Background: an optimization exercise with open tools, aiming at small area, a short achievable clock period and few clock cycles per item. Do not read the settings as production practice.
RTL that was checked went through simulation tests only; none was proved equivalent to the original.
No activity file was given, so power comes from the tool's default toggle rates.

## sonar_range_proximity_blinker_unit
module sonar_range_proximity_blinker_unit (
  input  logic                                clk,
  input  logic                                rst,
  input  logic                                item_valid,
  output logic                                item_stall,
  input  srpb_pkg::srpb_item_t                item,
  output logic                                result_valid,
  input  logic                                result_stall,
  output srpb_pkg::srpb_result_t              result,
  input  logic                                cfg_valid,
  output logic                                cfg_ready,
  input  logic [srpb_pkg::CFG_IDX_W-1:0]      cfg_index,
  input  logic [srpb_pkg::CFG_DATA_W-1:0]     cfg_data
);
For scale: roughly 1200 cells after synthesis, roughly 190 flip-flops, roughly 48 I/O pins, roughly 9300 um^2 of cells after synthesis.
export LEC_CHECK = 0
export ABC_CLOCK_PERIOD_IN_PS = 2000
export CAP_MARGIN = 20
export CORE_MARGIN = 2
export CORE_UTILIZATION = 40
export CTS_BUF_LIST = sky130_fd_sc_hd__clkbuf_8
export PLACE_DENSITY = 0.9
export SETUP_SLACK_MARGIN = 4.4
export SLEW_MARGIN = 20
create_clock -name core_clock -period 7.0 [get_ports {clk}]
standard.sh (not shown) runs the stock make flow with config.mk's settings and CLKGATE_MAP_FILE= SYNTH_SCRIPT=/design/flow/synth_recipe.tcl, a recipe that flattens the netlist after the stock synthesis.
==> flow/flow/run.sh <==
#!/bin/bash
# The standard layout, with the port buffers made from plain buffers
# (sky130_fd_sc_hd__buf_2) instead of the delay cell buffer_ports picks by default
set -euo pipefail
bash standard.sh "BUFFER_PORTS_ARGS=-buffer_cell sky130_fd_sc_hd__buf_2" finish > flow.log 2>&1
Testbench counts at the start, summed over its fixed seeds: cycles 96,228, items 96,000.
Edit:
Settings changed: PLACE_DENSITY 0.9 to 0.75, SETUP_SLACK_MARGIN 4.4 to 4.45.
Non-clock buffer count drops by 3; power goes up by 4.4%; wire length came out lower by 0.54%; global-route usage rose by 0.18 points; worst hold slack gets worse by 3.1 ps.


## raven
sonar_range_proximity_blinker_unit again, from the RTL that the note above started with.
clock: 7.0 ns
lec_check: 0
abc_clock_period_in_ps: 2000
cap_margin: 20
core_margin: 2
core_utilization: 40
cts_buf_list: sky130_fd_sc_hd__clkbuf_8
place_density: 0.95
setup_slack_margin: 4.3
slew_margin: 20
Scripts as last shown in full above: flow/flow/run.sh
Testbench counts of raven, summed over its fixed seeds: cycles 96,228, items 96,000.
Inputs modified between raven and sierra:
Settings: SETUP_SLACK_MARGIN: 4.3 -> 4.45; PLACE_DENSITY: 0.95 -> 0.85.
### Flow results
The run showing the smaller multi-input gate area in the final layout is raven.
Wire: sierra routes more than raven
half_period[13] as the capturing instance or port of the critical path was reported by sierra, and blink_next[13] by raven.
Going from raven to sierra, the leakage power was found to have gone up by 0.93%.
Number of buffers and inverters on the critical path (higher): raven
Setup changes, sierra to zinc
Settings: swapping 40 for 55 in CORE_UTILIZATION.
==> results.txt <==
- Comparing zinc against sierra, there is no change at all in inverter count.
- Summary of zinc over sierra: number of post-CTS setup repair buffers increased 1; switching power of the nets fell 10%; final-report max-slew violation count level; clock network power share higher.
> inputs changed (zinc -> amber)
Settings: CORE_UTILIZATION: 55 -> 40; SETUP_SLACK_MARGIN: 4.45 -> 4.3.
Results
Core utilization ended up 17 points lower on amber than on zinc. Worst setup slack in amber vs zinc: up 0.017 ns. Diff amber..zinc | antenna diode instance count | unchanged. Re synthesized-area fraction occupied by and/or/nand/nor cells: no difference whatsoever between zinc and amber. Minimum clock period after layout ended up 0.017 ns lower on amber than on zinc. The critical path depth of amber is higher than that of zinc. Delta (amber minus zinc): number of setup buffers added after CTS lost 10, post-detailed-routing wire length lost about 1.3%.
The following lists how maple was set up differently from amber:
Settings: PLACE_DENSITY: 0.85 -> 0.9; CORE_UTILIZATION: 40 -> 60.
Notes after the runs:
- In the flow results for maple and amber, the met1 usage in global routing is larger on maple.
- maple vs. amber: wire length of the first global-routing pass lost 1.2 mm, post-detailed-route wirelength per cell shows an increase of about 9%.
- Diff amber -> maple: highest clock frequency the design can meet down 0.018 GHz; critical path depth down 2.
- maple — fraction of layout cells with a size suffix above 1 0.72 points higher, amber as reference
- maple ends up with a register fraction of the total cell area that is 0.38 points higher than in amber.
- Measured against each other, maple and amber differ in critical path data arrival time, the lower figure coming from amber.
- Comparing maple and amber, overall routed net length is higher on maple.
- maple: area growth from synthesis to layout 1.1 points below amber


The RTL this note starts from:
==> flow/design.v <==
package srpb_pkg;
  localparam int COUNT_WIDTH = 16;
  localparam int VAL_WIDTH   = 16;
  localparam int CM_CFG_W    = 10;
  localparam int FRAC_BITS   = 10;
  localparam int CFG_IDX_W   = 3;
  localparam int CFG_DATA_W  = 16;
  localparam logic [FRAC_BITS-1:0] DIST_SCALE_Q10 = FRAC_BITS'(878);
  localparam logic [VAL_WIDTH-1:0] ECHO_LAST_INT  = VAL_WIDTH'(56191);
  localparam logic [FRAC_BITS-1:0] ECHO_LAST_FRAC = FRAC_BITS'(146);
  localparam logic [VAL_WIDTH-1:0] RST_TRIGGER_INTERVAL = VAL_WIDTH'(4000);
  localparam logic [CM_CFG_W-1:0]  RST_NEAR_LIMIT_CM    = CM_CFG_W'(10);
  localparam logic [CM_CFG_W-1:0]  RST_FAR_LIMIT_CM     = CM_CFG_W'(100);
  localparam logic [VAL_WIDTH-1:0] RST_NEAR_HALF_PERIOD = VAL_WIDTH'(2000);
  localparam logic [VAL_WIDTH-1:0] RST_FAR_HALF_PERIOD  = VAL_WIDTH'(20000);
  localparam logic [CM_CFG_W-1:0]  RST_TICKS_PER_CM     = CM_CFG_W'(200);
  localparam logic [VAL_WIDTH-1:0] RST_HALF_PERIOD      = VAL_WIDTH'(20000);
  typedef enum logic [CFG_IDX_W-1:0] {
    CFG_TRIGGER_INTERVAL = 3'd0,
    CFG_NEAR_LIMIT_CM    = 3'd1,
    CFG_FAR_LIMIT_CM     = 3'd2,
    CFG_NEAR_HALF_PERIOD = 3'd3,
    CFG_FAR_HALF_PERIOD  = 3'd4,
    CFG_TICKS_PER_CM     = 3'd5
  } srpb_cfg_idx_t;
  typedef struct packed {
    logic action;
    logic echo_level;
  } srpb_item_t;
  typedef struct packed {
    logic                 trigger_out;
    logic                 led_out;
    logic [VAL_WIDTH-1:0] distance_cm;
    logic                 distance_new;
  } srpb_result_t;
endpackage
module srpb_mul (
  input  logic [srpb_pkg::VAL_WIDTH-1:0] acc,
  input  logic [srpb_pkg::VAL_WIDTH-1:0] a,
  input  logic                           bit_i,
  output logic [srpb_pkg::VAL_WIDTH-1:0] acc_next
);
  localparam int VW = srpb_pkg::VAL_WIDTH;
  logic [VW:0] sum;
  assign sum      = {1'b0, acc[VW-2:0], 1'b0} + {1'b0, (bit_i ? a : VW'(0))};
  assign acc_next = (acc[VW-1] || sum[VW]) ? '1 : sum[VW-1:0];
endmodule
module sonar_range_proximity_blinker_unit (
  input  logic                                clk,
  input  logic                                rst,
  input  logic                                item_valid,
  output logic                                item_stall,
  input  srpb_pkg::srpb_item_t                item,
  output logic                                result_valid,
  input  logic                                result_stall,
  output srpb_pkg::srpb_result_t              result,
  input  logic                                cfg_valid,
  output logic                                cfg_ready,
  input  logic [srpb_pkg::CFG_IDX_W-1:0]      cfg_index,
  input  logic [srpb_pkg::CFG_DATA_W-1:0]     cfg_data
);
  localparam int CW = srpb_pkg::COUNT_WIDTH;
  localparam int VW = srpb_pkg::VAL_WIDTH;
  localparam int FB = srpb_pkg::FRAC_BITS;
  localparam int KW = srpb_pkg::CM_CFG_W;
  logic [VW-1:0] trigger_interval;
  logic [KW-1:0] near_limit_cm;
  logic [KW-1:0] far_limit_cm;
  logic [VW-1:0] near_half_period;
  logic [VW-1:0] far_half_period;
  logic [KW-1:0] ticks_per_cm;
  logic [CW-1:0] trigger_next;   
  logic          pulse_pending;
  logic          trigger_level;
  logic [VW-1:0] echo_int;       
  logic [FB-1:0] echo_frac;      
  logic [VW-1:0] distance_cm;
  logic [VW-1:0] half_period;
  logic [CW-1:0] blink_next;     
  logic          led_state;
  logic          distance_new;
  logic          h_tick;
  logic          h_rise;
  logic          h_fall;
  logic          e_valid;
  srpb_pkg::srpb_item_t e_item;
  logic          stall_q;        
  logic          pending;        
  logic          rv_q;           
  logic [3:0]    scale_left;     
  logic          busy;           
  logic          scale_bit;      
  logic          push;
  logic          res_ok;
  logic          proc;
  logic          do_tick;
  logic          do_rise;
  logic          do_fall;
  logic          head_free;
  srpb_pkg::srpb_item_t nh_item;
  logic          nh_valid;
  logic [CW-1:0] trigger_inc;
  logic [CW-1:0] blink_inc;
  logic          trigger_hit;
  logic          blink_hit;
  logic          echo_last;
  logic          echo_carry;
  logic          near_hit;
  logic          mid_hit;
  logic          will_scale;
  logic [3:0]    tpc_msb;
  logic          tpc_msb_bit;
  logic          scale_bit_next;
  logic [VW-1:0] scale_next;
  logic          busy_next;
  logic          pending_next;
  assign cfg_ready    = 1'b1;
  assign item_stall   = stall_q;
  assign result_valid = rv_q;
  assign result       = {trigger_level, led_state, distance_cm, distance_new};
  assign res_ok  = !(pending && result_stall);
  assign proc    = (h_tick || h_rise || h_fall) && !busy && res_ok;
  assign do_tick = h_tick && !busy && res_ok;
  assign do_rise = h_rise && !busy && res_ok;
  assign do_fall = h_fall && !busy && res_ok;
  assign push      = item_valid && !stall_q;
  assign head_free = !(h_tick || h_rise || h_fall) || proc;
  assign nh_valid  = e_valid || push;
  assign nh_item   = e_valid ? e_item : item;
  assign trigger_inc = trigger_next + CW'(1);
  assign blink_inc   = blink_next + CW'(1);
  assign trigger_hit = trigger_next >= trigger_interval;
  assign blink_hit   = blink_next >= half_period;
  assign echo_carry = echo_frac >= FB'(1024 - 878);
  assign echo_last  = (echo_int == srpb_pkg::ECHO_LAST_INT) &&
                      (echo_frac == srpb_pkg::ECHO_LAST_FRAC);
  assign near_hit = (echo_int[VW-1:KW] == '0) &&
                    ({echo_int[KW-1:0], |echo_frac} <= {near_limit_cm, 1'b0});
  assign mid_hit  = (echo_int[VW-1:KW] == '0) && (echo_int[KW-1:0] < far_limit_cm);
  always_comb begin
    tpc_msb     = 4'd0;
    tpc_msb_bit = 1'b0;
    for (int i = 1; i < KW; i++) begin
      if (ticks_per_cm[i]) begin
        tpc_msb     = 4'(i);
        tpc_msb_bit = ticks_per_cm[i-1];
      end
    end
  end
  assign will_scale = !near_hit && mid_hit && (tpc_msb != 4'd0);
  always_comb begin
    scale_bit_next = 1'b0;
    for (int i = 0; i < KW - 1; i++) begin
      if (scale_left == 4'(i + 2)) scale_bit_next = ticks_per_cm[i];
    end
    if (!busy) scale_bit_next = tpc_msb_bit;
  end
  srpb_mul u_mul (
    .acc      (half_period),
    .a        (distance_cm),
    .bit_i    (scale_bit),
    .acc_next (scale_next)
  );
  assign busy_next    = busy ? (scale_left != 4'd1) : (do_fall && will_scale);
  assign pending_next = proc || (pending && !(rv_q && !result_stall));
  always_ff @(posedge clk) begin
    if (rst) begin
      trigger_interval <= srpb_pkg::RST_TRIGGER_INTERVAL;
      near_limit_cm    <= srpb_pkg::RST_NEAR_LIMIT_CM;
      far_limit_cm     <= srpb_pkg::RST_FAR_LIMIT_CM;
      near_half_period <= srpb_pkg::RST_NEAR_HALF_PERIOD;
      far_half_period  <= srpb_pkg::RST_FAR_HALF_PERIOD;
      ticks_per_cm     <= srpb_pkg::RST_TICKS_PER_CM;
    end else if (cfg_valid) begin
      case (cfg_index)
        srpb_pkg::CFG_TRIGGER_INTERVAL: trigger_interval <= cfg_data;
        srpb_pkg::CFG_NEAR_LIMIT_CM:    near_limit_cm    <= cfg_data[KW-1:0];
        srpb_pkg::CFG_FAR_LIMIT_CM:     far_limit_cm     <= cfg_data[KW-1:0];
        srpb_pkg::CFG_NEAR_HALF_PERIOD: near_half_period <= cfg_data;
        srpb_pkg::CFG_FAR_HALF_PERIOD:  far_half_period  <= cfg_data;
        srpb_pkg::CFG_TICKS_PER_CM:     ticks_per_cm     <= cfg_data[KW-1:0];
        default: ;
      endcase
    end
  end
  always_ff @(posedge clk) begin
    if (rst) begin
      trigger_next  <= CW'(1);
      pulse_pending <= 1'b0;
      trigger_level <= 1'b0;
      echo_int      <= '0;
      echo_frac     <= '0;
      distance_cm   <= '0;
      half_period   <= srpb_pkg::RST_HALF_PERIOD;
      blink_next    <= CW'(1);
      led_state     <= 1'b0;
      distance_new  <= 1'b0;
      h_tick        <= 1'b0;
      h_rise        <= 1'b0;
      h_fall        <= 1'b0;
      e_valid       <= 1'b0;
      stall_q       <= 1'b0;
      pending       <= 1'b0;
      rv_q          <= 1'b0;
      scale_left    <= '0;
      busy          <= 1'b0;
    end else begin
      if (do_tick) begin
        trigger_next  <= trigger_hit ? CW'(1) : trigger_inc;
        pulse_pending <= trigger_hit;
        trigger_level <= trigger_hit || (trigger_level && !pulse_pending);
        blink_next    <= blink_hit ? CW'(1) : blink_inc;
        led_state     <= led_state ^ blink_hit;
        if (echo_last) begin
          echo_int  <= '0;
          echo_frac <= '0;
        end else begin
          if (echo_carry) echo_int <= echo_int + VW'(1);
          echo_frac <= echo_frac + srpb_pkg::DIST_SCALE_Q10;
        end
      end
      if (do_rise) begin
        echo_int  <= '0;
        echo_frac <= '0;
      end
      if (proc) distance_new <= do_fall;
      if (do_fall) begin
        distance_cm <= echo_int;
        if (near_hit)                half_period <= near_half_period;
        else if (!mid_hit)           half_period <= far_half_period;
        else if (ticks_per_cm == '0) half_period <= '0;
        else                         half_period <= echo_int;
        scale_left <= tpc_msb;
      end
      if (busy) begin
        half_period <= scale_next;
        scale_left  <= scale_left - 4'd1;
      end
      busy    <= busy_next;
      pending <= pending_next;
      rv_q    <= pending_next && !busy_next;
      if (head_free) begin
        h_tick  <= nh_valid && !nh_item.action;
        h_rise  <= nh_valid && nh_item.action && nh_item.echo_level;
        h_fall  <= nh_valid && nh_item.action && !nh_item.echo_level;
        e_valid <= e_valid && push;
        stall_q <= e_valid && push;
      end else begin
        e_valid <= e_valid || push;
        stall_q <= e_valid || push;
      end
    end
  end
  always_ff @(posedge clk) begin
    if (push && (e_valid || !head_free)) e_item <= item;
    scale_bit <= scale_bit_next;
  end
endmodule
make LEC_CHECK=0 ABC_CLOCK_PERIOD_IN_PS=2000 CAP_MARGIN=20 CORE_MARGIN=2 CORE_UTILIZATION=40 SETUP_SLACK_MARGIN=4.3 SLEW_MARGIN=20 finish   # period 7.0 ns
run.sh (not shown) runs the stock make flow with config.mk's settings and CLKGATE_MAP_FILE= SYNTH_SCRIPT=/design/flow/synth_recipe.tcl, a recipe that flattens the netlist after the stock synthesis.
Stock flow here: none of the scripts above is used.
The baseline finished with timing, DRC and antenna clean.
Rerun with:
Settings changed: SETUP_SLACK_MARGIN 4.3 to 4.6.
The new run produced a clean layout.
Core utilization goes up by 3.9 points.
Via count goes up by a few percent.
Count of clock-buffer cells in the layout goes up by 1.
Non-clock buffer count goes up by 48.
Worst setup slack gets better by 0.10 ns.
Fmax goes up by a few percent.
Synthesized area does not change.
Register-to-register slack gets better by 0.10 ns.
Sequential power hardly moves.
Function was not checked in any run of this note: the RTL went through the layout flow alone.

## port drivers added, routing unchanged
Ports are ideal in the flow. The routed layouts listed here were re-timed in OpenROAD. Step 1, drivers: a clkbuf_16 drives clk and a buf_2 each remaining input, both assumed. Step 2 moves the port delays by t, midway between the first and last clock arrival at a register: inputs arrive t later, outputs are due t later. That takes back most of the time a late clock gives input paths. Slacks: no drivers / after step 1 / after step 2; pairs: no drivers / after step 1.
run | shift t [ns] | setup slack, ns | hold slack, ns | worst register clock-pin slew, ns | worst data-port slew with drivers (ns)
the first run of note 1 | 0.506 | 4.328 / 4.332 / 3.826 | 0.458 / 0.458 / 0.458 | 0.09 / 0.09 | 0.04
the second run of note 1 | 0.512 | 4.401 / 4.399 / 3.887 | 0.455 / 0.455 / 0.455 | 0.10 / 0.10 | 0.05
raven | 0.520 | 4.279 / 4.299 / 3.779 | 0.455 / 0.455 / 0.455 | 0.09 / 0.09 | 0.04
sierra | 0.523 | 4.411 / 4.411 / 4.006 | 0.461 / 0.461 / 0.461 | 0.11 / 0.11 | 0.06
zinc | 0.509 | 4.337 / 4.337 / 3.967 | 0.458 / 0.458 / 0.458 | 0.10 / 0.10 | 0.05
amber | 0.518 | 4.354 / 4.354 / 3.873 | 0.456 / 0.456 / 0.456 | 0.11 / 0.11 | 0.05
maple | 0.508 | 4.219 / 4.219 / 3.743 | 0.457 / 0.457 / 0.457 | 0.09 / 0.09 | 0.05
the first run of note 3 | 0.482 | 4.329 / 4.329 / 3.864 | 0.452 / 0.452 / 0.452 | 0.07 / 0.07 | 0.05
the second run of note 3 | 0.474 | 4.432 / 4.432 / 4.052 | 0.456 / 0.456 / 0.456 | 0.07 / 0.07 | 0.06
After both steps every run listed still meets setup and hold. For the second run of note 1, which loses most, drivers alone change the setup slack by -0.002 ns; drivers and shift together by -0.514 ns.
